This is an optimization exercise on Yosys and OpenROAD, whose aim is a short achievable clock period and few clock cycles per item, not a production implementation. The RTL was checked by simulation tests, not by an equivalence proof against the original design. Power figures rest on the tool's default switching activity, not on a simulated workload.

==> flow/design.v <==
package map_pkg;
  localparam logic [31:0] ram_base    = 32'h3000_0000;   
  localparam logic [31:0] sys_base    = 32'h3000_1000;   
  localparam int unsigned window_bits = 12;              
  typedef enum logic [1:0] {
    tgt_ram  = 2'd0,
    tgt_sys  = 2'd1,
    tgt_none = 2'd2    
  } target_e;
  localparam logic [window_bits-1:0] sys_ctrl_off    = 12'h000;   
  localparam logic [window_bits-1:0] sys_scratch_off = 12'h004;   
  localparam logic [window_bits-1:0] sys_id_off      = 12'h008;   
  localparam logic [31:0] sys_id_value = 32'h4d50_0001;
endpackage
package bus_pkg;
  localparam int unsigned data_width = 32;                
  localparam int unsigned addr_width = 32;                
  localparam int unsigned sel_width  = data_width / 8;    
  typedef struct packed {
    logic                               we;       
    logic [sel_width-1:0]               sel;      
    logic [11:0]                        offset;   
    logic [data_width-1:0]              wdata;    
  } tgt_req_t;
  typedef struct packed {
    logic                  valid;    
    logic [data_width-1:0] rdata;    
  } tgt_rsp_t;
endpackage
`timescale 1ns/1ps
module main_partition #(
  parameter int unsigned ram_words = 256           
) (
  input  logic                           wb_clk_i,
  input  logic                           rst_n_i,
  input  logic                           wbs_cyc_i,
  input  logic                           wbs_stb_i,
  input  logic                           wbs_we_i,
  input  logic [bus_pkg::sel_width-1:0]  wbs_sel_i,
  input  logic [bus_pkg::addr_width-1:0] wbs_adr_i,
  input  logic [bus_pkg::data_width-1:0] wbs_dat_i,
  output logic                           wbs_ack_o,
  output logic                           wbs_err_o,    
  output logic [bus_pkg::data_width-1:0] wbs_dat_o,
  output logic                           proc_rst_n_o  
);
  localparam int unsigned idx_width = $clog2(ram_words);
  localparam int unsigned hi_width  = bus_pkg::addr_width - map_pkg::window_bits;
  localparam logic [hi_width-1:0] ram_hi = hi_width'(map_pkg::ram_base >> map_pkg::window_bits);
  localparam logic [hi_width-1:0] sys_hi = hi_width'(map_pkg::sys_base >> map_pkg::window_bits);
  logic                            req;        
  logic                            ram_sel;    
  logic                            sys_sel;    
  logic [map_pkg::window_bits-1:0] offset;
  logic [idx_width-1:0]            idx;        
  assign req     = wbs_cyc_i && wbs_stb_i && rst_n_i;
  assign ram_sel = wbs_adr_i[bus_pkg::addr_width-1:map_pkg::window_bits] == ram_hi;
  assign sys_sel = wbs_adr_i[bus_pkg::addr_width-1:map_pkg::window_bits] == sys_hi;
  assign offset  = wbs_adr_i[map_pkg::window_bits-1:0];
  assign idx     = wbs_adr_i[idx_width+1:2];
  assign wbs_ack_o = req && (ram_sel || sys_sel);
  assign wbs_err_o = req && !(ram_sel || sys_sel);
  logic [bus_pkg::data_width-1:0] mem [ram_words];
  always_ff @(posedge wb_clk_i) begin
    if (req && ram_sel && wbs_we_i) begin
      for (int b = 0; b < bus_pkg::sel_width; b++) begin
        if (wbs_sel_i[b]) begin
          mem[idx][8*b +: 8] <= wbs_dat_i[8*b +: 8];
        end
      end
    end
  end
  logic                           proc_run;    
  logic [bus_pkg::data_width-1:0] scratch;
  logic [bus_pkg::data_width-1:0] sys_rdata;
  always_ff @(posedge wb_clk_i or negedge rst_n_i) begin
    if (!rst_n_i) begin
      proc_run <= 1'b0;
      scratch  <= '0;
    end else if (req && sys_sel && wbs_we_i) begin
      if (offset == map_pkg::sys_ctrl_off && wbs_sel_i[0]) begin
        proc_run <= wbs_dat_i[0];
      end
      if (offset == map_pkg::sys_scratch_off) begin
        for (int b = 0; b < bus_pkg::sel_width; b++) begin
          if (wbs_sel_i[b]) begin
            scratch[8*b +: 8] <= wbs_dat_i[8*b +: 8];
          end
        end
      end
    end
  end
  always_comb begin
    case (offset)
      map_pkg::sys_ctrl_off:    sys_rdata = {{(bus_pkg::data_width-1){1'b0}}, proc_run};
      map_pkg::sys_scratch_off: sys_rdata = scratch;
      map_pkg::sys_id_off:      sys_rdata = map_pkg::sys_id_value;
      default:                  sys_rdata = '0;
    endcase
  end
  assign proc_rst_n_o = proc_run;
  assign wbs_dat_o = wbs_adr_i[map_pkg::window_bits] ? sys_rdata : mem[idx];
endmodule
==> flow/run.sh <==
#!/bin/bash
# synth_recipe.tcl (not shown) runs the flow's synth.tcl, then flattens the netlist and writes it again
# the make line also repeats each setting of config.mk as NAME=value (left out here)
make -C /OpenROAD-flow-scripts/flow DESIGN_CONFIG=/design/flow/config.mk WORK_HOME=/design/flow/orfs CLKGATE_MAP_FILE= SYNTH_SCRIPT=/design/flow/synth_recipe.tcl finish
==> flow/config.mk <==
export PLATFORM = sky130hd
export DESIGN_NAME = main_partition
export DESIGN_NICKNAME = main_partition
export VERILOG_FILES = /design/flow/design.v
export SDC_FILE = /design/flow/constraint.sdc
export NUM_CORES = 4
export LEC_CHECK = 0
export ABC_CLOCK_PERIOD_IN_PS = 1500
export CAP_MARGIN = 20
export CORE_MARGIN = 2
export CORE_UTILIZATION = 40
export SETUP_SLACK_MARGIN = 3.5
export SLEW_MARGIN = 20
export SYNTH_MEMORY_MAX_BITS = 16384
==> flow/constraint.sdc <==
create_clock -name core_clock -period 8.0 [get_ports {wb_clk_i}]
set_input_delay 1.6000 -clock core_clock [delete_from_list [all_inputs] [get_ports {wb_clk_i}]]
set_output_delay 1.6000 -clock core_clock [all_outputs]
set_load 0.01 [all_outputs]
==> flow_summary.yaml, run 1 <==
outcome:
  status: "no timing/DRC/antenna violations"
global_routing:
  gr-usage-met3: 0.0675
  grt_busiest_layer: "met2"
  grt_overflow_total: 0
  grt_max_degree: 193
  grt_pass1_vias: 161380
  grt_use_met2: 0.362
  track_usage: 0.239
  grt_pass1_wl_um: 1350000
  grtUsageMet1: 0.328
  antenna_found_initial: 99
floorplan:
  fp.dieArea_um2: 806000
  die_w_um: 898
  core_um2: 797000
  die-height_um: 898
  rows: 328
  pin_count: 108
  initial_core_util: 0.401
cells_and_area:
  fin_cells: 27629
  syn_to_final_growth_pct: 16.4
  fill_cells: 65599
  final_nets: 16412
  final_area_um2: 372000
  drive_gt1_frac: 0.280
detailed_routing:
  viasPerCell: 6.07
  ant_nets: 0
  vias: 167789
  drt_first_iter_violations: 27133
  wl_per_cell_um: 36.2
  routed_wirelength_um: 1000000
  drtPass1Iterations: 9
  drc: 0
cts:
  clk_path_buf_depth: 4
  cts-buffers-inserted: 812
  clk_latency_ps: 1150
  cts-htree-levels: 6
  ctsHoldBuffers: 0
  ctsRootBufferMaster: "clkbuf_16"
  path_clk_slew_ps: 60
  clock_sinks: 8225
  tritoncts: "yes"
timing:
  max_freq_ghz: 0.141
  relSlewSlack: 0.113
  period_share: 0.888
  finalSetupViolCount: 0
  period_needed_ps: 7110
  drv_slew: 0
  grt_setup_unrepaired: "true"
  skew_ps: 0
  hold_viol: 0
  max_slew.worst_pin.slew_ps: 1330
setup_path:
  worstPathMaxFanout: 17
  required_ps: 6400
  arrival_ps: 5510
  reg2reg_slack_ps: 6930
  slowest_stage: "a222oi_1"
  critPathCaptureType: "output port"
  critPathMostFrequentCell: "buf_12"
  worstSetupStartpointType: "input port"
  crit_chain: "buf_16 -> buf_12 -> buf_16 -> nor2b_4 -> buf_6 -> buf_12 -> buf_12 -> a22oi_2 -> a31oi_2 -> o221ai_4 -> buf_6 -> nand3_2 -> buf_12 -> a222oi_1 -> buf_4 -> buf_6"
  slowest_delay_ps: 1070
  criticalPathCategory: "in2out"
synthesis:
  synth_top_cell_area_share: 0.770
  synth_commonest_cells: "edfxtp_1, mux4_2, nor2_1"
  synth_cell_type_count: 70
  ys_dominant_reg_cell: "edfxtp_1"
  syn_inst: 15371
  netlist_area_um2: 320000
  yosys_warnings: 1
  synth_edf_count: 8192
  yosys.area.top_type: "edfxtp_1"
  netlist_top_cells_area: "edfxtp_1, mux4_2, mux2i_1"
  async_flop_share: 0.00401
  ys_seq_elements: 8225
  synth.most_common_cell: "edfxtp_1"
  syn_avg_cell_area_um2: 20.8
  yosysSeqAreaShare: 0.772
placed_design:
  gp_congestion: 0.904
  place_inst: 25764
  place_hpwl_um: 626000
  numPortBuffers: 107
  placed_area_um2: 336000
power:
  pwr_density_cell_nw_per_um2: 242
  power.total_w: 0.0900
  p_leak_nw: 116
  peakVddDrop_mv: 0.244
run:
  max_cap_viol_count: 0
min_path:
  hold_path_class: "reg2reg"
[cells by family (layout without fill, tap and decap cells)]
group	after synthesis	after routing	synth area share
DFF	8225	8225	0.772
muxes	2740	2740	0.154
and+or+nand+nor	2088	2089	0.0276
AOI/OAI and AO/OA	1357	1357	0.0304
buffers and inverters	961	2592	0.0161
other	0	66	0
[worst max-delay path, delay by kind of cell]
kind / cells / cell delay [ps]
simple gates: 2 / 260
compound gates: 4 / 1770
buf+inv: 10 / 1730
[final cells by class]
| class | count | area (µm²) | share of cell area |
|---|---|---|---|
| diodes | 66 | 165 | 0.000444 |
| clock buffers | 992 | 21200 | 0.0570 |
| clock inverters | 486 | 4240 | 0.0114 |
| inverters | 9 | 72.6 | 0.000195 |
| multi-input cells | 6186 | 71900 | 0.193 |
| flip-flops and latches | 8225 | 247000 | 0.664 |
| well taps | 10560 | 13200 | 0.0355 |
| repair buffers | 1104 | 14300 | 0.0385 |
| repair inverters | 1 | 8.76 | 0.0000236 |
[report_power, final]
group             switching [W]  internal, W
Sequential     0.00000000000316       0.0474
Combinational           0.00352      0.00193
Clock                    0.0166       0.0206
[state kept, by name, indices dropped and copies added, names as in the netlist]
name,flops
proc_run,1
scratch,32
mem,8192
[layer usage]
metal | wire length [µm] | up-vias
met2 | 454000 | 9916
met1 | 380000 | 89989
met5 | 416 | -
li1 | - | 66103
met3 | 118000 | 1747
met4 | 48000 | 34
[final timing paths]
kind | startpoint | end | cells after the start
worst min register to register | scratch[0]$_DFFE_PN0P_ | scratch[0]$_DFFE_PN0P_ | 1
worst max register to register | proc_run$_DFFE_PN0P_ | proc_run$_DFFE_PN0P_ | 1
worst min-delay path | scratch[0]$_DFFE_PN0P_ | scratch[0]$_DFFE_PN0P_ | 1
worst max-delay path | wbs_adr_i[3] | wbs_dat_o[12] | 16
min in group asynchronous | rst_n_i | scratch[28]$_DFFE_PN0P_ | 2
max in group asynchronous | rst_n_i | scratch[20]$_DFFE_PN0P_ | 2
[placed cells by master (no fill, tap or decap), drive strengths merged, types with 66 or more instances in the layout]
| cell | synthesis | routed |
|---|---|---|
| a21oi | 131 | 131 |
| buf | 495 | 1010 |
| mux2 | 137 | 137 |
| o22ai | 151 | 151 |
| o2111ai | 75 | 75 |
| mux2i | 882 | 882 |
| nand2 | 559 | 559 |
| nand3 | 157 | 157 |
| a31oi | 124 | 124 |
| diode | 0 | 66 |
| mux4 | 1721 | 1721 |
| clkbuf | 457 | 1010 |
| o21ai | 71 | 71 |
| nor4 | 95 | 95 |
| clkinv | 1 | 396 |
| a22oi | 525 | 525 |
| nor2 | 1119 | 1119 |
| edfxtp | 8192 | 8192 |
[repair_timing]
item,in CTS,in global routing
gates resized for setup,627,711
gates cloned,61,10
setup buffers,158,87
pin swaps,112,140
endpoints found under the setup margin,7896,7567
[metrics by stage]
| step | worst slack, ps | setup TNS [ps] | hold WS, ps | util |
|---|---|---|---|---|
| floorplan | 2820 | 0 | 464 | - |
| global placement | -622 | -2670 | 475 | 0.422 |
| detailed placement | -292 | -1480 | 481 | 0.422 |
| CTS | 1050 | 0 | 495 | 0.462 |
| global route | 1040 | 0 | 516 | 0.466 |
| finish | 893 | 0 | 497 | 0.467 |
Testbench counts, summed over its fixed seeds: cycles 8,000, items 8,000.
==> run 2, diff against run 1 <==
--- a/flow/design.v
+++ b/flow/design.v
@@ -29,4 +29,55 @@
 endpackage
 `timescale 1ns/1ps
+module wb_decoder (
+  input  logic                           rst_n_i,     
+  input  logic                           wbs_cyc_i,
+  input  logic                           wbs_stb_i,
+  input  logic                           wbs_we_i,
+  input  logic [bus_pkg::addr_width-1:0] wbs_adr_i,
+  input  logic                           rd_wait_i,   
+  output logic                           ack_o,
+  output logic                           err_o
+);
+  localparam int unsigned hi_width = bus_pkg::addr_width - map_pkg::window_bits;
+  localparam logic [hi_width-1:0] ram_hi = hi_width'(map_pkg::ram_base >> map_pkg::window_bits);
+  logic req;
+  logic mapped;    
+  assign req    = wbs_cyc_i && wbs_stb_i && rst_n_i;
+  assign mapped = wbs_adr_i[bus_pkg::addr_width-1:map_pkg::window_bits+1] == ram_hi[hi_width-1:1];
+  assign ack_o = req && (rd_wait_i || (mapped && wbs_we_i));
+  assign err_o = req && !mapped;
+endmodule
+`timescale 1ns/1ps
+module sys_manager (
+  input  logic [map_pkg::window_bits-1:0] offset_i,
+  input  logic                            proc_run_i,
+  input  logic [bus_pkg::data_width-1:0]  scratch_i,
+  output logic [bus_pkg::data_width-1:0]  rdata_o
+);
+  always_comb begin
+    case (offset_i)
+      map_pkg::sys_ctrl_off:    rdata_o = {{(bus_pkg::data_width-1){1'b0}}, proc_run_i};
+      map_pkg::sys_scratch_off: rdata_o = scratch_i;
+      map_pkg::sys_id_off:      rdata_o = map_pkg::sys_id_value;
+      default:                  rdata_o = '0;
+    endcase
+  end
+endmodule
+`timescale 1ns/1ps
+module wb_responder #(
+  parameter int unsigned n_grp = 4
+) (
+  input  logic [n_grp-1:0][bus_pkg::data_width-1:0] pick_i,
+  input  logic [bus_pkg::data_width-1:0]            sys_rdata_i,
+  output logic [bus_pkg::data_width-1:0]            dat_o
+);
+  always_comb begin
+    dat_o = sys_rdata_i;
+    for (int g = 0; g < n_grp; g++) begin
+      dat_o = dat_o | pick_i[g];
+    end
+  end
+endmodule
+`timescale 1ns/1ps
 module main_partition #(
   parameter int unsigned ram_words = 256           
@@ -47,4 +98,7 @@
   localparam int unsigned idx_width = $clog2(ram_words);
   localparam int unsigned hi_width  = bus_pkg::addr_width - map_pkg::window_bits;
+  localparam int unsigned grp_bits  = 2;                         
+  localparam int unsigned n_grp     = 1 << grp_bits;             
+  localparam int unsigned grp_words = ram_words / n_grp;         
   localparam logic [hi_width-1:0] ram_hi = hi_width'(map_pkg::ram_base >> map_pkg::window_bits);
   localparam logic [hi_width-1:0] sys_hi = hi_width'(map_pkg::sys_base >> map_pkg::window_bits);
@@ -52,4 +106,5 @@
   logic                            ram_sel;    
   logic                            sys_sel;    
+  logic                            rd_wait;    
   logic [map_pkg::window_bits-1:0] offset;
   logic [idx_width-1:0]            idx;        
@@ -59,6 +114,17 @@
   assign offset  = wbs_adr_i[map_pkg::window_bits-1:0];
   assign idx     = wbs_adr_i[idx_width+1:2];
-  assign wbs_ack_o = req && (ram_sel || sys_sel);
-  assign wbs_err_o = req && !(ram_sel || sys_sel);
+  wb_decoder inst_wb_decoder (
+    .rst_n_i   (rst_n_i  ),
+    .wbs_cyc_i (wbs_cyc_i), .wbs_stb_i (wbs_stb_i), .wbs_we_i (wbs_we_i),
+    .wbs_adr_i (wbs_adr_i), .rd_wait_i (rd_wait  ),
+    .ack_o     (wbs_ack_o), .err_o     (wbs_err_o)
+  );
+  always_ff @(posedge wb_clk_i or negedge rst_n_i) begin
+    if (!rst_n_i) begin
+      rd_wait <= 1'b0;
+    end else begin
+      rd_wait <= req && (ram_sel || sys_sel) && !wbs_we_i && !rd_wait;
+    end
+  end
   logic [bus_pkg::data_width-1:0] mem [ram_words];
   always_ff @(posedge wb_clk_i) begin
@@ -68,4 +134,14 @@
           mem[idx][8*b +: 8] <= wbs_dat_i[8*b +: 8];
         end
+      end
+    end
+  end
+  logic [n_grp-1:0][bus_pkg::data_width-1:0] pick;
+  always_ff @(posedge wb_clk_i) begin
+    for (int g = 0; g < n_grp; g++) begin
+      if (!wbs_adr_i[map_pkg::window_bits] && idx[idx_width-1 -: grp_bits] == grp_bits'(g)) begin
+        pick[g] <= mem[g * grp_words + int'(idx[idx_width-grp_bits-1:0])];
+      end else begin
+        pick[g] <= '0;
       end
     end
@@ -91,13 +167,18 @@
     end
   end
-  always_comb begin
-    case (offset)
-      map_pkg::sys_ctrl_off:    sys_rdata = {{(bus_pkg::data_width-1){1'b0}}, proc_run};
-      map_pkg::sys_scratch_off: sys_rdata = scratch;
-      map_pkg::sys_id_off:      sys_rdata = map_pkg::sys_id_value;
-      default:                  sys_rdata = '0;
-    endcase
+  sys_manager inst_sys_manager (
+    .offset_i   (offset   ), .proc_run_i (proc_run),
+    .scratch_i  (scratch  ), .rdata_o    (sys_rdata)
+  );
+  logic [bus_pkg::data_width-1:0] sys_pick;
+  always_ff @(posedge wb_clk_i) begin
+    sys_pick <= wbs_adr_i[map_pkg::window_bits] ? sys_rdata : '0;
   end
   assign proc_rst_n_o = proc_run;
-  assign wbs_dat_o = wbs_adr_i[map_pkg::window_bits] ? sys_rdata : mem[idx];
+  wb_responder #(
+    .n_grp (n_grp)
+  ) inst_wb_responder (
+    .pick_i      (pick     ),
+    .sys_rdata_i (sys_pick ), .dat_o  (wbs_dat_o)
+  );
 endmodule
==> flow/config.mk (replaced) <==
export PLATFORM = sky130hd
export DESIGN_NAME = main_partition
export DESIGN_NICKNAME = main_partition
export VERILOG_FILES = /design/flow/design.v
export SDC_FILE = /design/flow/constraint.sdc
export NUM_CORES = 4
export LEC_CHECK = 0
export ABC_CLOCK_PERIOD_IN_PS = 1000
export CAP_MARGIN = 40
export CORE_MARGIN = 2
export CORE_UTILIZATION = 50
export SETUP_SLACK_MARGIN = 4.2
export SLEW_MARGIN = 60
export SYNTH_HIERARCHICAL = 1
export SYNTH_MEMORY_MAX_BITS = 16384
export TNS_END_PERCENT = 20
==> flow_summary.yaml, run 2 <==
timing:
  drv_slew: 0
  period_share: 0.514
  worst_slack_ps: 3880
  period_needed_ps: 4120
  hold_viol: 0
  grt_setup_unrepaired: "true"
  max_slew.worst_pin.slew_ps: 651
  whs_ps: 468
  finalSetupViolCount: 0
  fin_tns_setup_ps: 0
  skew_ps: 48.2
  max_freq_ghz: 0.243
  relSlewSlack: 0.565
cells_and_area:
  regArea_um2: 250000
  final_common_cell: "edfxtp_1"
  regMostFlops: "mem"
  layout_common_cells: "edfxtp_1, mux4_2, nor2_2"
  largest_reg_flops: 8192
  drive_gt1_frac: 0.339
  fin_cells: 24264
  final_nets: 15236
  fill_cells: 45139
  reg.largest.list: "mem: 8192 flops, pick: 128 flops"
  fin_util: 0.579
  multiInputGateArea_um2: 70700
  syn_to_final_growth_pct: 15.4
floorplan:
  die-height_um: 804
  die_w_um: 804
  initial_core_util: 0.502
  fp.dieArea_um2: 646000
  pin_count: 108
  rows: 293
  core_um2: 637000
power:
  p_leak_nw: 113
  share_seq_of_total_power: 0.528
  internal_power_w: 0.0720
  peakVddDrop_mv: 0.259
  p_clk_frac: 0.425
  p_switching_w: 0.0193
  netSwitchingFraction: 0.212
  combPwrFrac: 0.047
  pwr_density_cell_nw_per_um2: 248
synthesis:
  yosysSeqAreaShare: 0.782
  syn_avg_cell_area_um2: 21.9
  syn_inst: 14610
  ys_seq_elements: 8386
  synth_cell_type_count: 43
  yosys_warnings: 9
  synth_edf_count: 8192
  synth_top_cell_area_share: 0.770
  netlist_area_um2: 320000
  synth_commonest_cells: "edfxtp_1, mux4_2, nor2_1"
  yosys.area.top_type: "edfxtp_1"
  ys_dominant_reg_cell: "edfxtp_1"
  synth.most_common_cell: "edfxtp_1"
  async_flop_share: 0.00405
  netlist_top_cells_area: "edfxtp_1, mux4_2, a22oi_1"
setup_path:
  crit_chain: "clkdlybuf4s50_1 -> buf_4 -> nand2b_1 -> nor2_4 -> buf_6 -> buf_4 -> nand2_1 -> nor2_2"
  criticalPathCategory: "in2reg"
  slowest_delay_ps: 680
  ff2ff_path_depth: 5
  r2r_end: "pick[94]$_SDFF_PN0_"
  required_ps: 8770
  reg2reg_slack_ps: 5760
  r2r_start: "mem[162][30]$_DFFE_PP_"
  crit_buf_inv: 4
  slowest_stage: "clkdlybuf4s50_1"
  worstPathMaxFanout: 8
  critPathMostFrequentCell: "buf_4"
  worstSetupStartpointType: "input port"
  arrival_ps: 4880
  cp_top_family: "buffers and inverters"
  critPathCaptureType: "flop"
global_routing:
  grt_overflow_total: 0
  antenna_found_initial: 25
  track_usage: 0.258
  grt_pass1_vias: 153339
  grt_max_degree: 91
  grt_pass1_wl_um: 1180000
detailed_routing:
  wl_per_cell_um: 34.8
  vias: 153122
  drt_first_iter_violations: 19985
  ant_nets: 0
  viasPerCell: 6.31
  routed_wirelength_um: 845000
  drtPass1Iterations: 8
  drc: 0
outcome:
  status: "no timing/DRC/antenna violations"
placed_design:
  gp_congestion: 0.860
  dp_worst_setup_slack_ps: 2250
  numPortBuffers: 107
  place_inst: 22682
  place_hpwl_um: 543000
min_path:
  whs_path_depth: 1
  worstHoldStart: "rd_wait$_DFF_PN0_"
  hold_path_class: "reg2reg"
  whs_endpoint: "rd_wait$_DFF_PN0_"
cts:
  tritoncts: "yes"
  clk_latency_ps: 1160
  path_clk_slew_ps: 60
  ctsHoldBuffers: 0
  cts-htree-levels: 6
  ctsRootBufferMaster: "clkbuf_16"
  clock_sinks: 8386
  clk_path_buf_depth: 4
  cts-buffers-inserted: 824
run:
  max_cap_viol_count: 0
[run 2: changes by cell type after synthesis, moves of 72 or more]
| cell | delta |
|---|---|
| clkbuf_1 | +82 |
| o2111ai_1 | -75 |
| a21oi_1 | -131 |
| o22ai_1 | -151 |
| a22oi_1 | +243 |
| mux2i_1 | -626 |
| dfxtp_1 | +160 |
| nand3_1 | -153 |
| buf_4 | -79 |
| mux2_2 | -72 |
| o22a_1 | +119 |
| a221o_1 | +126 |
| nor4_1 | -88 |
| mux4_2 | +327 |
[run 2: cells by family after synthesis]
group                  after synthesis  share of synthesized area
AOI/OAI and AO/OA                 1162                     0.0285
buffers and inverters              899                     0.0123
DFF                               8386                      0.782
muxes                             2337                      0.153
and+or+nand+nor                   1826                     0.0235
[run 2: final cells by class]
type / instances / share of cell area
sequential: 8386 / 0.678
multi-input combinational: 5326 / 0.192
clock buffer: 1007 / 0.0594
tap: 8407 / 0.0285
timing repair buffer: 623 / 0.0279
clock inverter: 511 / 0.0138
inverter: 2 / 0.0000204
antenna: 2 / 0.0000136
[run 2: how the worst max path moves through the flow]
stage / end / slack [ps] / cells past startpoint / startpoint
global placement: mem[142][23]$_DFFE_PP_ / 1820 / 8 / wbs_adr_i[29]
detailed placement: mem[228][3]$_DFFE_PP_ / 2250 / 12 / wbs_adr_i[29]
finish: mem[251][24]$_DFFE_PP_ / 3880 / 8 / wbs_adr_i[4]
global route: wbs_ack_o / 3870 / 5 / wbs_adr_i[19]
CTS: mem[74][9]$_DFFE_PP_ / 3830 / 8 / wbs_adr_i[4]
floorplan: mem[67][0]$_DFFE_PP_ / 4130 / 9 / wbs_adr_i[2]
[run 2: per-layer routing]
| metal | GRT usage | vias to the layer above | routed length [µm] |
|---|---|---|---|
| met1 | 0.382 | 81994 | 347000 |
| met4 | 0.0900 | 12 | 34000 |
| met5 | 0 | - | 85 |
| met3 | 0.0540 | 1143 | 78400 |
| li1 | - | 62675 | - |
| met2 | 0.387 | 7298 | 386000 |
[run 2: what timing repair did]
item / 4_1_cts / 5_1_grt
resized for setup: 601 / 114
cloned: 13 / 2
buffers inserted: 14 / 3
pin swaps: 46 / 8
setup endpoints to repair: 5380 / 2906
[run 2: modules after synthesis, one instance, submodules excluded, excerpt]
module          times used  cell area, µm²  cells inside  flops+latches
main_partition           1          318000         14416           8386
sys_manager              1             820            87              0
wb_decoder               1            95.1            11              0
[run 2: power groups by stage]
stage | Clock [W] | Combinational [W] | Sequential, W
after floorplan | 0 | 0.00201 | 0.0491
after global placement | 0 | 0.00397 | 0.0492
after detailed placement | 0 | 0.00423 | 0.0492
after CTS | 0.0393 | 0.00431 | 0.0482
after global routing | 0.0410 | 0.00452 | 0.0482
final | 0.0388 | 0.00432 | 0.0483
[run 2: metrics by stage]
stage	power (W)	cell area, µm²
2_1_floorplan	0.0512	320000
3_3_place_gp	0.0532	331000
3_5_place_dp	0.0534	338000
4_1_cts	0.0918	367000
5_1_grt	0.0937	369000
6_report	0.0914	369000
Testbench counts of run 2, summed over its fixed seeds: cycles 11,838, items 8,000.
==> run 3, diff against run 2 <==
--- a/flow/design.v
+++ b/flow/design.v
@@ -49,4 +49,27 @@
 endmodule
 `timescale 1ns/1ps
+module sram_decoder #(
+  parameter int unsigned idx_width = 8
+) (
+  input  logic [idx_width-1:0]      idx_i,
+  input  logic                      en_i,
+  output logic [(1<<idx_width)-1:0] wl_o
+);
+  always_comb begin
+    for (int w = 0; w < (1 << idx_width); w++) begin
+      wl_o[w] = en_i && (idx_i == idx_width'(w));
+    end
+  end
+endmodule
+module sram_column #(
+  parameter int unsigned words = 256
+) (
+  input  logic [words-1:0] wl_i,
+  input  logic [words-1:0] bit_i,
+  output logic             bit_o
+);
+  assign bit_o = |(wl_i & bit_i);
+endmodule
+`timescale 1ns/1ps
 module sys_manager (
   input  logic [map_pkg::window_bits-1:0] offset_i,
@@ -62,19 +85,4 @@
       default:                  rdata_o = '0;
     endcase
-  end
-endmodule
-`timescale 1ns/1ps
-module wb_responder #(
-  parameter int unsigned n_grp = 4
-) (
-  input  logic [n_grp-1:0][bus_pkg::data_width-1:0] pick_i,
-  input  logic [bus_pkg::data_width-1:0]            sys_rdata_i,
-  output logic [bus_pkg::data_width-1:0]            dat_o
-);
-  always_comb begin
-    dat_o = sys_rdata_i;
-    for (int g = 0; g < n_grp; g++) begin
-      dat_o = dat_o | pick_i[g];
-    end
   end
 endmodule
@@ -98,7 +106,4 @@
   localparam int unsigned idx_width = $clog2(ram_words);
   localparam int unsigned hi_width  = bus_pkg::addr_width - map_pkg::window_bits;
-  localparam int unsigned grp_bits  = 2;                         
-  localparam int unsigned n_grp     = 1 << grp_bits;             
-  localparam int unsigned grp_words = ram_words / n_grp;         
   localparam logic [hi_width-1:0] ram_hi = hi_width'(map_pkg::ram_base >> map_pkg::window_bits);
   localparam logic [hi_width-1:0] sys_hi = hi_width'(map_pkg::sys_base >> map_pkg::window_bits);
@@ -127,23 +132,33 @@
     end
   end
-  logic [bus_pkg::data_width-1:0] mem [ram_words];
+  logic [ram_words-1:0][bus_pkg::data_width-1:0] mem;
   always_ff @(posedge wb_clk_i) begin
-    if (req && ram_sel && wbs_we_i) begin
-      for (int b = 0; b < bus_pkg::sel_width; b++) begin
-        if (wbs_sel_i[b]) begin
-          mem[idx][8*b +: 8] <= wbs_dat_i[8*b +: 8];
+    for (int w = 0; w < ram_words; w++) begin
+      if (req && ram_sel && wbs_we_i && idx == idx_width'(w)) begin
+        for (int b = 0; b < bus_pkg::sel_width; b++) begin
+          if (wbs_sel_i[b]) begin
+            mem[w][8*b +: 8] <= wbs_dat_i[8*b +: 8];    
+          end
         end
       end
     end
   end
-  logic [n_grp-1:0][bus_pkg::data_width-1:0] pick;
-  always_ff @(posedge wb_clk_i) begin
-    for (int g = 0; g < n_grp; g++) begin
-      if (!wbs_adr_i[map_pkg::window_bits] && idx[idx_width-1 -: grp_bits] == grp_bits'(g)) begin
-        pick[g] <= mem[g * grp_words + int'(idx[idx_width-grp_bits-1:0])];
-      end else begin
-        pick[g] <= '0;
-      end
+  logic [ram_words-1:0]           wl;
+  logic [bus_pkg::data_width-1:0] ram_rdata;
+  sram_decoder #(
+    .idx_width (idx_width)
+  ) inst_sram_decoder (
+    .idx_i (idx), .en_i (1'b1), .wl_o (wl)
+  );
+  for (genvar b = 0; b < bus_pkg::data_width; b++) begin : g_col
+    logic [ram_words-1:0] col;
+    for (genvar w = 0; w < ram_words; w++) begin : g_word
+      assign col[w] = mem[w][b];
     end
+    sram_column #(
+      .words (ram_words)
+    ) inst_sram_column (
+      .wl_i (wl), .bit_i (col), .bit_o (ram_rdata[b])
+    );
   end
   logic                           proc_run;    
@@ -171,14 +186,9 @@
     .scratch_i  (scratch  ), .rdata_o    (sys_rdata)
   );
-  logic [bus_pkg::data_width-1:0] sys_pick;
+  assign proc_rst_n_o = proc_run;
+  logic [bus_pkg::data_width-1:0] rdata;
   always_ff @(posedge wb_clk_i) begin
-    sys_pick <= wbs_adr_i[map_pkg::window_bits] ? sys_rdata : '0;
+    rdata <= wbs_adr_i[map_pkg::window_bits] ? sys_rdata : ram_rdata;
   end
-  assign proc_rst_n_o = proc_run;
-  wb_responder #(
-    .n_grp (n_grp)
-  ) inst_wb_responder (
-    .pick_i      (pick     ),
-    .sys_rdata_i (sys_pick ), .dat_o  (wbs_dat_o)
-  );
+  assign wbs_dat_o = rdata;
 endmodule
==> flow_summary.yaml, run 3 <==
outcome:
  status: "no timing/DRC/antenna violations"
placed_design:
  gp_congestion: 0.897
  place_hpwl_um: 666000
  numPortBuffers: 107
  dp_worst_setup_slack_ps: 1680
detailed_routing:
  routed_wirelength_um: 1020000
  drtPass1Iterations: 6
  vias: 179940
  viasPerCell: 6.86
  wl_per_cell_um: 39.0
  ant_nets: 0
  drt_first_iter_violations: 27249
  drc: 0
global_routing:
  grt_overflow_total: 0
  antenna_found_initial: 68
  track_usage: 0.326
  grt_pass1_wl_um: 1390000
  grt_pass1_vias: 170578
  grt_max_degree: 94
setup_path:
  critPathCaptureType: "flop"
  criticalPathCategory: "in2reg"
  worstPathMaxFanout: 32
  r2r_end: "rdata[10]$_DFF_P_"
  worstSetupStartpointType: "input port"
  r2r_start: "mem[714]$_DFFE_PP_"
  ff2ff_path_depth: 8
  required_ps: 9060
  arrival_ps: 5380
  reg2reg_slack_ps: 4820
timing:
  period_needed_ps: 4320
  skew_ps: 66.0
  worst_slack_ps: 3680
  fin_tns_setup_ps: 0
  grt_setup_unrepaired: "true"
  hold_viol: 0
  max_freq_ghz: 0.231
  period_share: 0.540
  drv_slew: 0
  finalSetupViolCount: 0
  max_slew.worst_pin.slew_ps: 678
  relSlewSlack: 0.548
  whs_ps: 491
power:
  peakVddDrop_mv: 0.265
  combPwrFrac: 0.029
  p_switching_w: 0.0183
  p_leak_nw: 122
  pwr_density_cell_nw_per_um2: 235
  share_seq_of_total_power: 0.546
  internal_power_w: 0.0689
  p_clk_frac: 0.426
  netSwitchingFraction: 0.210
cts:
  ctsRootBufferMaster: "clkbuf_16"
  cts-buffers-inserted: 807
  cts-htree-levels: 6
  ctsHoldBuffers: 0
  path_clk_slew_ps: 60
  tritoncts: "yes"
  clk_latency_ps: 1180
  clk_path_buf_depth: 4
  clock_sinks: 8258
synthesis:
  yosys.area_share.simple: 0.0397
  syn_avg_cell_area_um2: 20.3
  synth_top_cell_area_share: 0.808
  synth_commonest_cells: "edfxtp_1, a22o_1, a221oi_1, a221oi_2, nor3_1"
  async_flop_share: 0.00412
  synth_top_family_by_area: "compound AO/OA/AOI/OAI gates"
  synth_compound_area_frac: 0.139
  ys_dominant_reg_cell: "edfxtp_1"
  ys_seq_elements: 8258
  yosys.area.top_type: "edfxtp_1"
  muxShareOfSynthArea: 0.00241
  synth_edf_count: 8192
  synth.most_common_cell: "edfxtp_1"
  netlist_top_cells_area: "edfxtp_1, a22o_1, a221oi_2"
  netlist_area_um2: 304000
  synthXorXnorAreaFrac: 0
  yosysSeqAreaShare: 0.813
  synth_cell_type_count: 50
  yosys_warnings: 9
  yosys.area_share.adder: 0
  syn_inst: 14957
floorplan:
  pin_count: 108
  fp.dieArea_um2: 615000
  die-height_um: 784
  die_w_um: 784
  core_um2: 607000
  rows: 286
  initial_core_util: 0.502
cells_and_area:
  largest_reg_flops: 8192
  layout_common_cells: "edfxtp_1, a22o_1, a221oi_2"
  drive_gt1_frac: 0.317
  regMostFlops: "mem"
  fin_util: 0.613
  regArea_um2: 248000
  final_common_cell: "edfxtp_1"
  final_nets: 17530
  reg.largest.list: "mem: 8192 flops, rdata: 32 flops, scratch: 32 flops"
  syn_to_final_growth_pct: 22.2
  fill_cells: 42369
  multiInputGateArea_um2: 65900
run:
  max_cap_viol_count: 0
min_path:
  hold_path_class: "reg2reg"
  whs_path_depth: 1
  worstHoldStart: "rd_wait$_DFF_PN0_"
  whs_endpoint: "rd_wait$_DFF_PN0_"
run 3: cell types whose count changed after synthesis, sizes merged, moves of 130 or more:
| cell | change |
|---|---|
| nor3 | +791 |
| mux4 | -2048 |
| clkbuf | -257 |
| nand4 | +554 |
| a221oi | +2048 |
| nand2 | -529 |
| a22o | +2048 |
| nor4 | +130 |
| nor2 | -637 |
| mux2i | -256 |
| a22oi | -768 |
| buf | -278 |
run 3: worst max path at each step:
stage | from | endpoint | slack (ps) | depth (start not counted)
2_1_floorplan | wbs_adr_i[2] | rdata[26]$_DFF_P_ | 3710 | 10
3_3_place_gp | wbs_adr_i[6] | rdata[16]$_DFF_P_ | 40 | 11
3_5_place_dp | wbs_adr_i[3] | rdata[10]$_DFF_P_ | 1680 | 14
4_1_cts | wbs_adr_i[13] | wbs_ack_o | 3930 | 5
5_1_grt | wbs_adr_i[5] | rdata[27]$_DFF_P_ | 3790 | 17
6_report | wbs_adr_i[2] | rdata[10]$_DFF_P_ | 3680 | 16
run 3: layout make-up:
cell class	instances	share of cell area
clock inverter	461	0.0112
tap	8064	0.0271
sequential	8258	0.666
multi-input combinational	6341	0.177
antenna	36	0.000242
timing repair buffer	2049	0.0609
clock buffer	1018	0.0574
run 3: routing by layer:
| metal | track usage | up-vias | routed length, µm |
|---|---|---|---|
| met4 | 0.133 | 30 | 49600 |
| met3 | 0.0814 | 1796 | 123000 |
| li1 | - | 72273 | - |
| met1 | 0.459 | 94700 | 389000 |
| met2 | 0.489 | 11141 | 460000 |
| met5 | 0 | - | 482 |
run 3: kinds of logic (layout without fill, tap and decap cells):
| group | after synthesis | in the layout |
|---|---|---|
| simple gates | 2165 | 2166 |
| buf+inv | 362 | 3528 |
| compound gates | 4106 | 4106 |
| other cells | 1 | 40 |
| mux | 65 | 65 |
| flops | 8258 | 8258 |
run 3: what timing repair did:
action,CTS,global route
gates resized for setup,737,108
pin swaps,268,73
gates cloned,31,9
setup buffers,224,83
setup endpoints to repair,820,75
run 3: critical path, cell delays in order:
cell and delay, ps:
buf_16 130, nand2b_4 170, buf_12 130, buf_16 120, buf_16 110, buf_12 140, buf_4 130, nor3_4 40
buf_6 220, a221oi_4 380, nand4_1 470, nor4_4 440, buf_6 180, buf_6 140, nand4_1 410, mux2_4 440
run 3: power by group through the flow:
stage	registers, W	clock network (W)	logic [W]
5_1_grt	0.0476	0.0389	0.00253
6_report	0.0476	0.0371	0.00252
3_5_place_dp	0.0485	0	0.00220
2_1_floorplan	0.0485	0	0.000333
4_1_cts	0.0476	0.0373	0.00238
3_3_place_gp	0.0485	0	0.00193
run 3: per-module statistics from Yosys (local to each module, per instance), excerpt:
module / area, µm² / cells
sys_manager: 820 / 87
main_partition: 255000 / 9726
wb_decoder: 95.1 / 11
run 3: stage by stage:
| step | instances | cell area (µm²) | power [W] |
|---|---|---|---|
| 2_1_floorplan | 14960 | 307000 | 0.0488 |
| 3_3_place_gp | 23598 | 326000 | 0.0505 |
| 3_5_place_dp | 24312 | 337000 | 0.0507 |
| 4_1_cts | 26046 | 369000 | 0.0873 |
| 5_1_grt | 26196 | 372000 | 0.0890 |
| 6_report | 26227 | 372000 | 0.0873 |
Testbench counts of run 3, summed over its fixed seeds: cycles 11,838, items 8,000.
==> run 4, diff against run 3 <==
==> flow/flow/run.sh (new file) <==
#!/bin/bash
# Own layout flow: the standard layout (standard.sh) in two calls. The
# synthesis is the standard one, unchanged. The layout after it places port
# buffers of one fixed strength and keeps delay cells out of placement,
# resizing, clock tree and routing repairs. Each call's full output goes to
# a log file of its own in this folder; ORFS keeps its per-step logs under
# orfs/logs.
set -euo pipefail

bash standard.sh synth > standard_synth.log 2>&1

export BUFFER_PORTS_ARGS="-buffer_cell sky130_fd_sc_hd__buf_4"
export DONT_USE_CELLS="sky130_fd_sc_hd__clkdlybuf4s15_1 sky130_fd_sc_hd__clkdlybuf4s15_2 \
sky130_fd_sc_hd__clkdlybuf4s18_1 sky130_fd_sc_hd__clkdlybuf4s18_2 \
sky130_fd_sc_hd__clkdlybuf4s25_1 sky130_fd_sc_hd__clkdlybuf4s25_2 \
sky130_fd_sc_hd__clkdlybuf4s50_1 sky130_fd_sc_hd__clkdlybuf4s50_2 \
sky130_fd_sc_hd__dlygate4sd1_1 sky130_fd_sc_hd__dlygate4sd2_1 sky130_fd_sc_hd__dlygate4sd3_1 \
sky130_fd_sc_hd__dlymetal6s2s_1 sky130_fd_sc_hd__dlymetal6s4s_1 sky130_fd_sc_hd__dlymetal6s6s_1"

bash standard.sh > standard_layout.log 2>&1
==> flow/standard.sh (new file) <==
#!/bin/bash
# synth_recipe.tcl (not shown) runs the flow's synth.tcl, then flattens the netlist and writes it again
# the make line also repeats each setting of config.mk as NAME=value (left out here)
make -C /OpenROAD-flow-scripts/flow DESIGN_CONFIG=/design/flow/config.mk WORK_HOME=/design/flow/orfs CLKGATE_MAP_FILE= SYNTH_SCRIPT=/design/flow/synth_recipe.tcl "${@:-finish}"
removed: flow/run.sh
==> flow_summary.yaml, run 4 <==
synthesis:
  netlist_top_cells_area: "edfxtp_1, a22o_1, a221oi_2"
  yosysSeqAreaShare: 0.813
  ys_dominant_reg_cell: "edfxtp_1"
  synth_edf_count: 8192
  async_flop_share: 0.00412
  syn_avg_cell_area_um2: 20.3
  synth_commonest_cells: "edfxtp_1, a22o_1, a221oi_1, a221oi_2, nor3_1"
  synth_top_cell_area_share: 0.808
  synth_cell_type_count: 50
  yosys_warnings: 9
  ys_seq_elements: 8258
  yosys.area.top_type: "edfxtp_1"
  netlist_area_um2: 304000
  syn_inst: 14957
  synth.most_common_cell: "edfxtp_1"
cells_and_area:
  final_area_um2: 367000
  fill_cells: 42797
  layout_common_cells: "edfxtp_1, a22o_1, a221oi_2"
  regMostFlops: "mem"
  final_common_cell: "edfxtp_1"
  fin_cells: 25837
  syn_to_final_growth_pct: 20.7
  drive_gt1_frac: 0.298
  reg.largest.list: "mem: 8192 flops, rdata: 32 flops, scratch: 32 flops"
  final_nets: 17153
  largest_reg_flops: 8192
floorplan:
  pin_count: 108
  core_um2: 607000
  die_w_um: 784
  fp.dieArea_um2: 615000
  die-height_um: 784
  rows: 286
  initial_core_util: 0.502
global_routing:
  grt_max_degree: 115
  grt_overflow_total: 0
  antenna_found_initial: 45
  grt_pass1_vias: 168472
  grt_pass1_wl_um: 1370000
  track_usage: 0.317
setup_path:
  r2r_start: "mem[2411]$_DFFE_PP_"
  ff2ff_path_depth: 7
  r2r_end: "rdata[11]$_DFF_P_"
  criticalPathCategory: "in2reg"
  worstSetupStartpointType: "input port"
  cp-endpoint: "rdata[30]$_DFF_P_"
  arrival_ps: 5170
  reg2reg_slack_ps: 5080
  startpoint: "wbs_adr_i[5]"
  worstPathMaxFanout: 32
  critPathCaptureType: "flop"
  required_ps: 9020
outcome:
  status: "no timing/DRC/antenna violations"
detailed_routing:
  drt_first_iter_violations: 23973
  ant_nets: 0
  drc: 0
  wl_per_cell_um: 38.5
  viasPerCell: 6.83
  vias: 176462
  drtPass1Iterations: 6
  routed_wirelength_um: 996000
timing:
  grt_setup_unrepaired: "true"
  period_share: 0.519
  whs_ps: 252
  finalSetupViolCount: 0
  relSlewSlack: 0.544
  fin_tns_setup_ps: 0
  max_freq_ghz: 0.241
  period_needed_ps: 4150
  max_slew.worst_pin.slew_ps: 682
  skew_ps: 70.4
  drv_slew: 0
  hold_viol: 0
cts:
  clk_path_buf_depth: 4
  clock_sinks: 8258
  path_clk_slew_ps: 60
  tritoncts: "yes"
  ctsRootBufferMaster: "clkbuf_16"
  clk_latency_ps: 1200
  cts-htree-levels: 6
  ctsHoldBuffers: 0
  cts-buffers-inserted: 808
placed_design:
  placed_area_um2: 336000
  place_inst: 24095
  gp_congestion: 0.886
  numPortBuffers: 107
  place_hpwl_um: 641000
power:
  peakVddDrop_mv: 0.254
  pwr_density_cell_nw_per_um2: 237
  p_leak_nw: 119
run:
  max_cap_viol_count: 0
min_path:
  hold_path_class: "in2async"
run 4: how the worst min path moves through the flow:
stage,from,endpoint,cells past startpoint,slack (ps)
floorplan,rd_wait$_DFF_PN0_,rd_wait$_DFF_PN0_,1,410
global placement,rd_wait$_DFF_PN0_,rd_wait$_DFF_PN0_,1,440
detailed placement,rd_wait$_DFF_PN0_,rd_wait$_DFF_PN0_,1,440
CTS,rst_n_i,rd_wait$_DFF_PN0_,1,200
global route,rst_n_i,rd_wait$_DFF_PN0_,1,230
finish,rst_n_i,rd_wait$_DFF_PN0_,1,250
run 4: per-stage QoR:
| step | setup slack, ps | utilization | power (W) |
|---|---|---|---|
| after floorplan | 3710 | - | 0.0488 |
| after global placement | 650 | 0.535 | 0.0504 |
| after detailed placement | 1860 | 0.553 | 0.0507 |
| after CTS | 3920 | 0.602 | 0.0873 |
| after global routing | 3860 | 0.606 | 0.0890 |
| final | 3850 | 0.606 | 0.0872 |
run 4: worst max-delay path, cell delays in order:
cell and delay, ps:
buf_16 120, nand3b_1 180, buf_6 150, buf_12 150, buf_16 180, buf_4 150, nor3_4 40, buf_8 190
a22o_1 290, a221oi_4 290, nand4_1 530, nor4_2 450, buf_6 290, nand4_1 130, mux2_2 280
run 4: repair_timing:
action	4_1_cts	5_1_grt
pin swaps	126	76
gates resized for setup	318	163
buffers inserted	112	44
endpoints found under the setup margin	45	48
endpoints found under the hold margin	0	0
gates cloned	33	4
run 4: cell families (layout without fill, tap and decap cells):
kind of cell           Yosys count  after routing  share of synthesized area
other                            1             23                  0.0000123
AND/OR/NAND/NOR               2165           2165                     0.0397
multiplexers                    65             65                    0.00241
buffers and inverters          362           3156                    0.00516
AO/OA/AOI/OAI                 4106           4106                      0.139
flip-flops                    8258           8258                      0.813
run 4: per-layer routing:
| layer | global-route usage | part of all wire | vias up |
|---|---|---|---|
| li1 | - | - | 71492 |
| met1 | 0.449 | 0.39 | 92698 |
| met2 | 0.481 | 0.45 | 10509 |
| met3 | 0.0744 | 0.12 | 1739 |
| met4 | 0.123 | 0.047 | 24 |
| met5 | 0 | 0.00016 | - |
run 4: power by group:
group	internal, W	switching, W	total (W)
Clock	0.0208	0.0164	0.0372
Combinational	0.000592	0.00178	0.00237
Sequential	0.0475	0.0000762	0.0476
run 4: cell type report:
cell class / count / area [µm²] / share of cell area
multi-input combinational: 6340 / 65200 / 0.177
antenna: 19 / 47.5 / 0.000129
clock buffer: 1008 / 21300 / 0.0580
clock inverter: 476 / 4250 / 0.0116
timing repair buffer: 1672 / 19000 / 0.0517
sequential: 8258 / 248000 / 0.674
tap: 8064 / 10100 / 0.0275
run 4: Yosys stat by module (local to each module, per instance), a selection:
module          flip-flops and latches  cells  area (µm²)
sys_manager                          0     87         820
wb_decoder                           0     11        95.1
main_partition                    8258   9726      255000
==> run 5, diff against run 4 <==
--- a/flow/design.v
+++ b/flow/design.v
@@ -29,5 +29,5 @@
 endpackage
 `timescale 1ns/1ps
-module wb_decoder (
+module wb_ack (
   input  logic                           rst_n_i,     
   input  logic                           wbs_cyc_i,
@@ -36,15 +36,24 @@
   input  logic [bus_pkg::addr_width-1:0] wbs_adr_i,
   input  logic                           rd_wait_i,   
-  output logic                           ack_o,
-  output logic                           err_o
+  output logic                           ack_o
 );
   localparam int unsigned hi_width = bus_pkg::addr_width - map_pkg::window_bits;
   localparam logic [hi_width-1:0] ram_hi = hi_width'(map_pkg::ram_base >> map_pkg::window_bits);
-  logic req;
   logic mapped;    
-  assign req    = wbs_cyc_i && wbs_stb_i && rst_n_i;
   assign mapped = wbs_adr_i[bus_pkg::addr_width-1:map_pkg::window_bits+1] == ram_hi[hi_width-1:1];
-  assign ack_o = req && (rd_wait_i || (mapped && wbs_we_i));
-  assign err_o = req && !mapped;
+  assign ack_o  = wbs_cyc_i && wbs_stb_i && rst_n_i && (rd_wait_i || (mapped && wbs_we_i));
+endmodule
+module wb_err (
+  input  logic                           rst_n_i,     
+  input  logic                           wbs_cyc_i,
+  input  logic                           wbs_stb_i,
+  input  logic [bus_pkg::addr_width-1:0] wbs_adr_i,
+  output logic                           err_o
+);
+  localparam int unsigned hi_width = bus_pkg::addr_width - map_pkg::window_bits;
+  localparam logic [hi_width-1:0] ram_hi = hi_width'(map_pkg::ram_base >> map_pkg::window_bits);
+  logic mapped;    
+  assign mapped = wbs_adr_i[bus_pkg::addr_width-1:map_pkg::window_bits+1] == ram_hi[hi_width-1:1];
+  assign err_o  = wbs_cyc_i && wbs_stb_i && rst_n_i && !mapped;
 endmodule
 `timescale 1ns/1ps
@@ -119,9 +128,13 @@
   assign offset  = wbs_adr_i[map_pkg::window_bits-1:0];
   assign idx     = wbs_adr_i[idx_width+1:2];
-  wb_decoder inst_wb_decoder (
+  wb_ack inst_wb_ack (
     .rst_n_i   (rst_n_i  ),
     .wbs_cyc_i (wbs_cyc_i), .wbs_stb_i (wbs_stb_i), .wbs_we_i (wbs_we_i),
-    .wbs_adr_i (wbs_adr_i), .rd_wait_i (rd_wait  ),
-    .ack_o     (wbs_ack_o), .err_o     (wbs_err_o)
+    .wbs_adr_i (wbs_adr_i), .rd_wait_i (rd_wait  ), .ack_o    (wbs_ack_o)
+  );
+  wb_err inst_wb_err (
+    .rst_n_i   (rst_n_i  ),
+    .wbs_cyc_i (wbs_cyc_i), .wbs_stb_i (wbs_stb_i),
+    .wbs_adr_i (wbs_adr_i), .err_o     (wbs_err_o)
   );
   always_ff @(posedge wb_clk_i or negedge rst_n_i) begin
@@ -144,21 +157,25 @@
     end
   end
-  logic [ram_words-1:0]           wl;
-  logic [bus_pkg::data_width-1:0] ram_rdata;
+  localparam int unsigned n_half     = 2;
+  localparam int unsigned half_words = ram_words / n_half;
+  logic [ram_words-1:0]                          wl;
+  logic [n_half-1:0][bus_pkg::data_width-1:0]    ram_half;
   sram_decoder #(
     .idx_width (idx_width)
   ) inst_sram_decoder (
-    .idx_i (idx), .en_i (1'b1), .wl_o (wl)
-  );
-  for (genvar b = 0; b < bus_pkg::data_width; b++) begin : g_col
-    logic [ram_words-1:0] col;
-    for (genvar w = 0; w < ram_words; w++) begin : g_word
-      assign col[w] = mem[w][b];
-    end
-    sram_column #(
-      .words (ram_words)
-    ) inst_sram_column (
-      .wl_i (wl), .bit_i (col), .bit_o (ram_rdata[b])
-    );
+    .idx_i (idx), .en_i (!wbs_adr_i[map_pkg::window_bits]), .wl_o (wl)
+  );
+  for (genvar h = 0; h < n_half; h++) begin : g_half
+    for (genvar b = 0; b < bus_pkg::data_width; b++) begin : g_col
+      logic [half_words-1:0] col;
+      for (genvar w = 0; w < half_words; w++) begin : g_word
+        assign col[w] = mem[h * half_words + w][b];
+      end
+      sram_column #(
+        .words (half_words)
+      ) inst_sram_column (
+        .wl_i (wl[h * half_words +: half_words]), .bit_i (col), .bit_o (ram_half[h][b])
+      );
+    end
   end
   logic                           proc_run;    
@@ -187,8 +204,15 @@
   );
   assign proc_rst_n_o = proc_run;
-  logic [bus_pkg::data_width-1:0] rdata;
+  logic [n_half-1:0][bus_pkg::data_width-1:0] ram_pick;
+  logic [bus_pkg::data_width-1:0]             sys_pick;
   always_ff @(posedge wb_clk_i) begin
-    rdata <= wbs_adr_i[map_pkg::window_bits] ? sys_rdata : ram_rdata;
-  end
-  assign wbs_dat_o = rdata;
-endmodule
+    ram_pick <= ram_half;
+    sys_pick <= wbs_adr_i[map_pkg::window_bits] ? sys_rdata : '0;
+  end
+  always_comb begin
+    wbs_dat_o = sys_pick;
+    for (int h = 0; h < n_half; h++) begin
+      wbs_dat_o = wbs_dat_o | ram_pick[h];
+    end
+  end
+endmodule
--- a/flow/flow/run.sh
+++ b/flow/flow/run.sh
@@ -2,6 +2,7 @@
 # Own layout flow: the standard layout (standard.sh) in two calls. The
 # synthesis is the standard one, unchanged. The layout after it places port
-# buffers of one fixed strength and keeps delay cells out of placement,
-# resizing, clock tree and routing repairs. Each call's full output goes to
+# buffers of one fixed strength, splits the load of input ports that feed
+# paths to the outputs (flow/isolate.tcl, after global placement) and keeps
+# delay cells out of placement, resizing, clock tree and routing repairs. Each call's full output goes to
 # a log file of its own in this folder; ORFS keeps its per-step logs under
 # orfs/logs.
@@ -11,4 +12,5 @@
 
 export BUFFER_PORTS_ARGS="-buffer_cell sky130_fd_sc_hd__buf_4"
+export POST_GLOBAL_PLACE_TCL="$(pwd)/flow/isolate.tcl"
 export DONT_USE_CELLS="sky130_fd_sc_hd__clkdlybuf4s15_1 sky130_fd_sc_hd__clkdlybuf4s15_2 \
 sky130_fd_sc_hd__clkdlybuf4s18_1 sky130_fd_sc_hd__clkdlybuf4s18_2 \
==> flow/flow/isolate.tcl (new file) <==
# Runs after global placement, once the ports have their buffers. For each
# input port whose buffer feeds both logic with a combinational path to an
# output port and other logic, the other logic is moved behind a buffer of
# its own, so that the paths to the outputs see only their own load.
set iso_count 0
set iso_block [ord::get_db_block]
set iso_crit [dict create]
foreach p [get_fanin -to [all_outputs] -flat -trace_arcs timing] {
  dict set iso_crit [get_full_name $p] 1
}
foreach bterm [$iso_block getBTerms] {
  if { [$bterm getIoType] != "INPUT" || [$bterm getSigType] == "CLOCK" } { continue }
  set pname [$bterm getName]
  if { $pname == "wb_clk_i" } { continue }
  set pnet [$bterm getNet]
  if { $pnet == "NULL" } { continue }
  foreach iterm [$pnet getITerms] {
    set buf [get_cells [[$iterm getInst] getName]]
    set outs [get_pins -quiet -of_objects $buf -filter "direction==output"]
    if { [llength $outs] != 1 } { continue }
    set onet [get_nets -quiet -of_objects $outs]
    if { $onet == "" } { continue }
    set crit {}
    set rest {}
    foreach load [get_pins -quiet -of_objects $onet -filter "direction==input"] {
      if { [dict exists $iso_crit [get_full_name $load]] } {
        lappend crit $load
      } else {
        lappend rest $load
      }
    }
    if { [llength $crit] > 0 && [llength $rest] > 1 } {
      insert_buffer -buffer_cell sky130_fd_sc_hd__buf_8 -net [get_full_name $onet] -load_pins $rest
      incr iso_count
      puts "isolate: $pname keeps [llength $crit] loads, [llength $rest] behind a buffer"
    }
  }
}
puts "isolate: $iso_count port nets split"
==> flow_summary.yaml, run 5 <==
cts:
  ctsHoldBuffers: 0
  clock_sinks: 8322
  ctsRootBufferMaster: "clkbuf_16"
  tritoncts: "yes"
  cts-htree-levels: 6
  clk_latency_ps: 1180
  clk_path_buf_depth: 4
  path_clk_slew_ps: 60
  cts-buffers-inserted: 799
global_routing:
  grt_overflow_total: 0
  grtUsageMet1: 0.439
  gr-usage-met3: 0.0615
  grt_use_met2: 0.490
  grt_max_degree: 102
  antenna_found_initial: 49
  grt_busiest_layer: "met2"
  track_usage: 0.313
  grt_pass1_vias: 168580
  grt_pass1_wl_um: 1340000
timing:
  finalSetupViolCount: 0
  drv_slew: 0
  period_share: 0.505
  relSlewSlack: 0.559
  max_slew.worst_pin.slew_ps: 659
  skew_ps: 54.3
  period_needed_ps: 4040
  fin_tns_setup_ps: 0
  worst_slack_ps: 3960
  max_freq_ghz: 0.248
  grt_setup_unrepaired: "true"
  hold_viol: 0
setup_path:
  slowest_delay_ps: 240
  required_ps: 6400
  cp_top_family: "simple AND/OR/NAND/NOR gates"
  crit_chain: "buf_6 -> nor4_4 -> and3_1 -> a31oi_1 -> nor2_1 -> buf_4"
  crit_buf_inv: 2
  worstPathMaxFanout: 3
  slowest_stage: "nor4_4"
  criticalPathCategory: "in2out"
  critPathCaptureType: "output port"
  worstSetupStartpointType: "input port"
  arrival_ps: 2440
detailed_routing:
  ant_nets: 0
  drt_first_iter_violations: 26308
  wl_per_cell_um: 37.4
  drc: 0
  viasPerCell: 6.77
  vias: 176935
  routed_wirelength_um: 978000
  drtPass1Iterations: 6
floorplan:
  pin_count: 108
  initial_core_util: 0.502
  rows: 285
  fp.dieArea_um2: 612000
  die_w_um: 782
  die-height_um: 782
  core_um2: 603000
cells_and_area:
  largest_reg_flops: 8192
  drive_gt1_frac: 0.269
  reg.largest.list: "mem: 8192 flops, ram_pick: 64 flops"
  final_common_cell: "edfxtp_1"
  regMostFlops: "mem"
  final_nets: 17481
  final_area_um2: 364000
  fin_cells: 26127
  syn_to_final_growth_pct: 20.2
  layout_common_cells: "edfxtp_1, a22o_1, a22oi_1"
outcome:
  status: "no timing/DRC/antenna violations"
synthesis:
  netlist_top_cells_area: "edfxtp_1, a22o_1, a22oi_1"
  synth_commonest_cells: "edfxtp_1, a22o_1, a22oi_1"
  yosysSeqAreaShare: 0.822
  yosys.area.top_type: "edfxtp_1"
  yosys_warnings: 9
  synth.most_common_cell: "edfxtp_1"
  synth_top_cell_area_share: 0.813
  synth_cell_type_count: 51
  synth_edf_count: 8192
  ys_seq_elements: 8322
  async_flop_share: 0.00409
  ys_dominant_reg_cell: "edfxtp_1"
  syn_avg_cell_area_um2: 19.7
  syn_inst: 15346
  netlist_area_um2: 303000
power:
  pwr_density_cell_nw_per_um2: 240
  peakVddDrop_mv: 0.286
  p_leak_nw: 117
  power.total_w: 0.0872
placed_design:
  place_hpwl_um: 642000
  place_inst: 24482
  dp_worst_setup_slack_ps: 2200
  placed_area_um2: 335000
  numPortBuffers: 107
min_path:
  hold_path_class: "reg2reg"
run:
  max_cap_viol_count: 0
run 5: cell types whose count changed in the layout (fill, tap and decap cells not counted), sizes merged, moves of 24 or more:
cell    delta
nand3    +194
or3       +32
and2      +32
a22oi   +1280
nand4     +30
clkbuf    +39
a22o     -640
buf       -49
clkinv    -24
mux2      -32
a221oi   -640
dfxtp     +64
nor3      +64
run 5: area by class of cell:
cell class,count,area [µm²]
clock buffers,1036,21400
diodes,13,32.5
multi-input cells,6663,62300
repair buffers,1621,17200
inverters,1,6.26
flip-flops and latches,8322,249000
fillers,42916,239000
clock inverters,435,3830
well taps,8036,10100
run 5: worst register-to-register path, delay by kind of cell (launching register included):
family / cells / cell delay [ps]
flops: 1 / 360
simple gates: 3 / 1360
buf+inv: 1 / 220
compound gates: 2 / 480
run 5: routing by layer:
layer	wire, µm	up-vias	share of wire
met5	78	-	0.000080
met3	104000	1480	0.11
li1	-	72076	-
met4	43000	8	0.044
met1	374000	92964	0.38
met2	457000	10407	0.47
run 5: through the flow:
stage	utilization	hold slack, ps
2_1_floorplan	-	411
3_3_place_gp	0.536	452
3_5_place_dp	0.556	470
4_1_cts	0.600	465
5_1_grt	0.604	508
6_report	0.604	478
run 5: per-module statistics from Yosys, one instance, submodules excluded, a selection:
module | flip-flops and latches | cells
sys_manager | 0 | 87
wb_err | 0 | 8
main_partition | 8322 | 9821
wb_ack | 0 | 9
run 5: final timing paths:
path	start	to	slack [ps]	cells after the start
max	wbs_adr_i[27]	wbs_ack_o	3960	6
min	rd_wait$_DFF_PN0_	rd_wait$_DFF_PN0_	480	1
max reg2reg	mem[5564]$_DFFE_PP_	ram_pick[60]$_DFF_P_	5410	6
min reg2reg	rd_wait$_DFF_PN0_	rd_wait$_DFF_PN0_	480	1
max in group asynchronous	rst_n_i	proc_run$_DFFE_PN0P_	7290	2
min in group asynchronous	rst_n_i	scratch[8]$_DFFE_PN0P_	540	2
run 5: logic make-up after synthesis:
family	Yosys count	synth area share
DFF	8322	0.822
AOI/OAI and AO/OA	4106	0.126
and+or+nand+nor	2523	0.0460
buffers and inverters	362	0.00518
muxes	33	0.00123
run 5: what timing repair did:
item,in CTS,in global routing
gates resized for setup,223,85
pin swaps,92,39
cloned,7,3
setup buffers,48,41
endpoints found under the setup margin,1655,360
run 5: power breakdown:
group | internal [W] | total, W | switching [W]
Clock | 0.0206 | 0.0368 | 0.0163
Combinational | 0.000554 | 0.00235 | 0.00180
Sequential | 0.0479 | 0.0480 | 0.0000919
Testbench counts of run 5, summed over its fixed seeds: cycles 11,838, items 8,000.

-- separate check: timing with driven ports --
No port has a modelled driver above. Below, the same layouts with a new extraction and two added sets of constraints.
Step 1 (the two cells are an assumption about what drives the block):
set clk [get_ports {wb_clk_i}]
set_driving_cell -lib_cell sky130_fd_sc_hd__clkbuf_16 $clk
set_driving_cell -lib_cell sky130_fd_sc_hd__buf_2 [delete_from_list [all_inputs] $clk]
Step 2, shift: input delay + t, output delay - t, t = (earliest + latest rising clock arrival at the registers) / 2. This alone moves slack from input paths to output paths.
Slacks: no drivers / after step 1 / after step 2; pairs: no drivers / after step 1.
| run | t, ns | setup WS [ns] | hold WS [ns] | worst setup path after step 2 | worst register clock-pin slew, ns |
|---|---|---|---|---|---|
| run 1 | 1.284 | 0.893 / 0.476 / 0.476 | 0.497 / 0.497 / 0.497 | input to output | 0.07 / 0.07 |
| run 2 | 1.268 | 3.884 / 3.841 / 2.713 | 0.468 / 0.468 / 0.468 | input to register | 0.07 / 0.07 |
| run 3 | 1.292 | 3.678 / 3.634 / 2.342 | 0.491 / 0.462 / 0.491 | input to register | 0.07 / 0.07 |
| run 4 | 1.294 | 3.851 / 3.685 / 2.391 | 0.252 / 0.200 / 0.477 | input to register | 0.07 / 0.07 |
| run 5 | 1.292 | 3.963 / 3.929 / 2.679 | 0.478 / 0.438 / 0.478 | input to register | 0.07 / 0.07 |
After both steps every run listed still meets setup and hold. For run 4, which loses most, drivers alone change the setup slack by -0.166 ns; drivers and shift together by -1.460 ns.
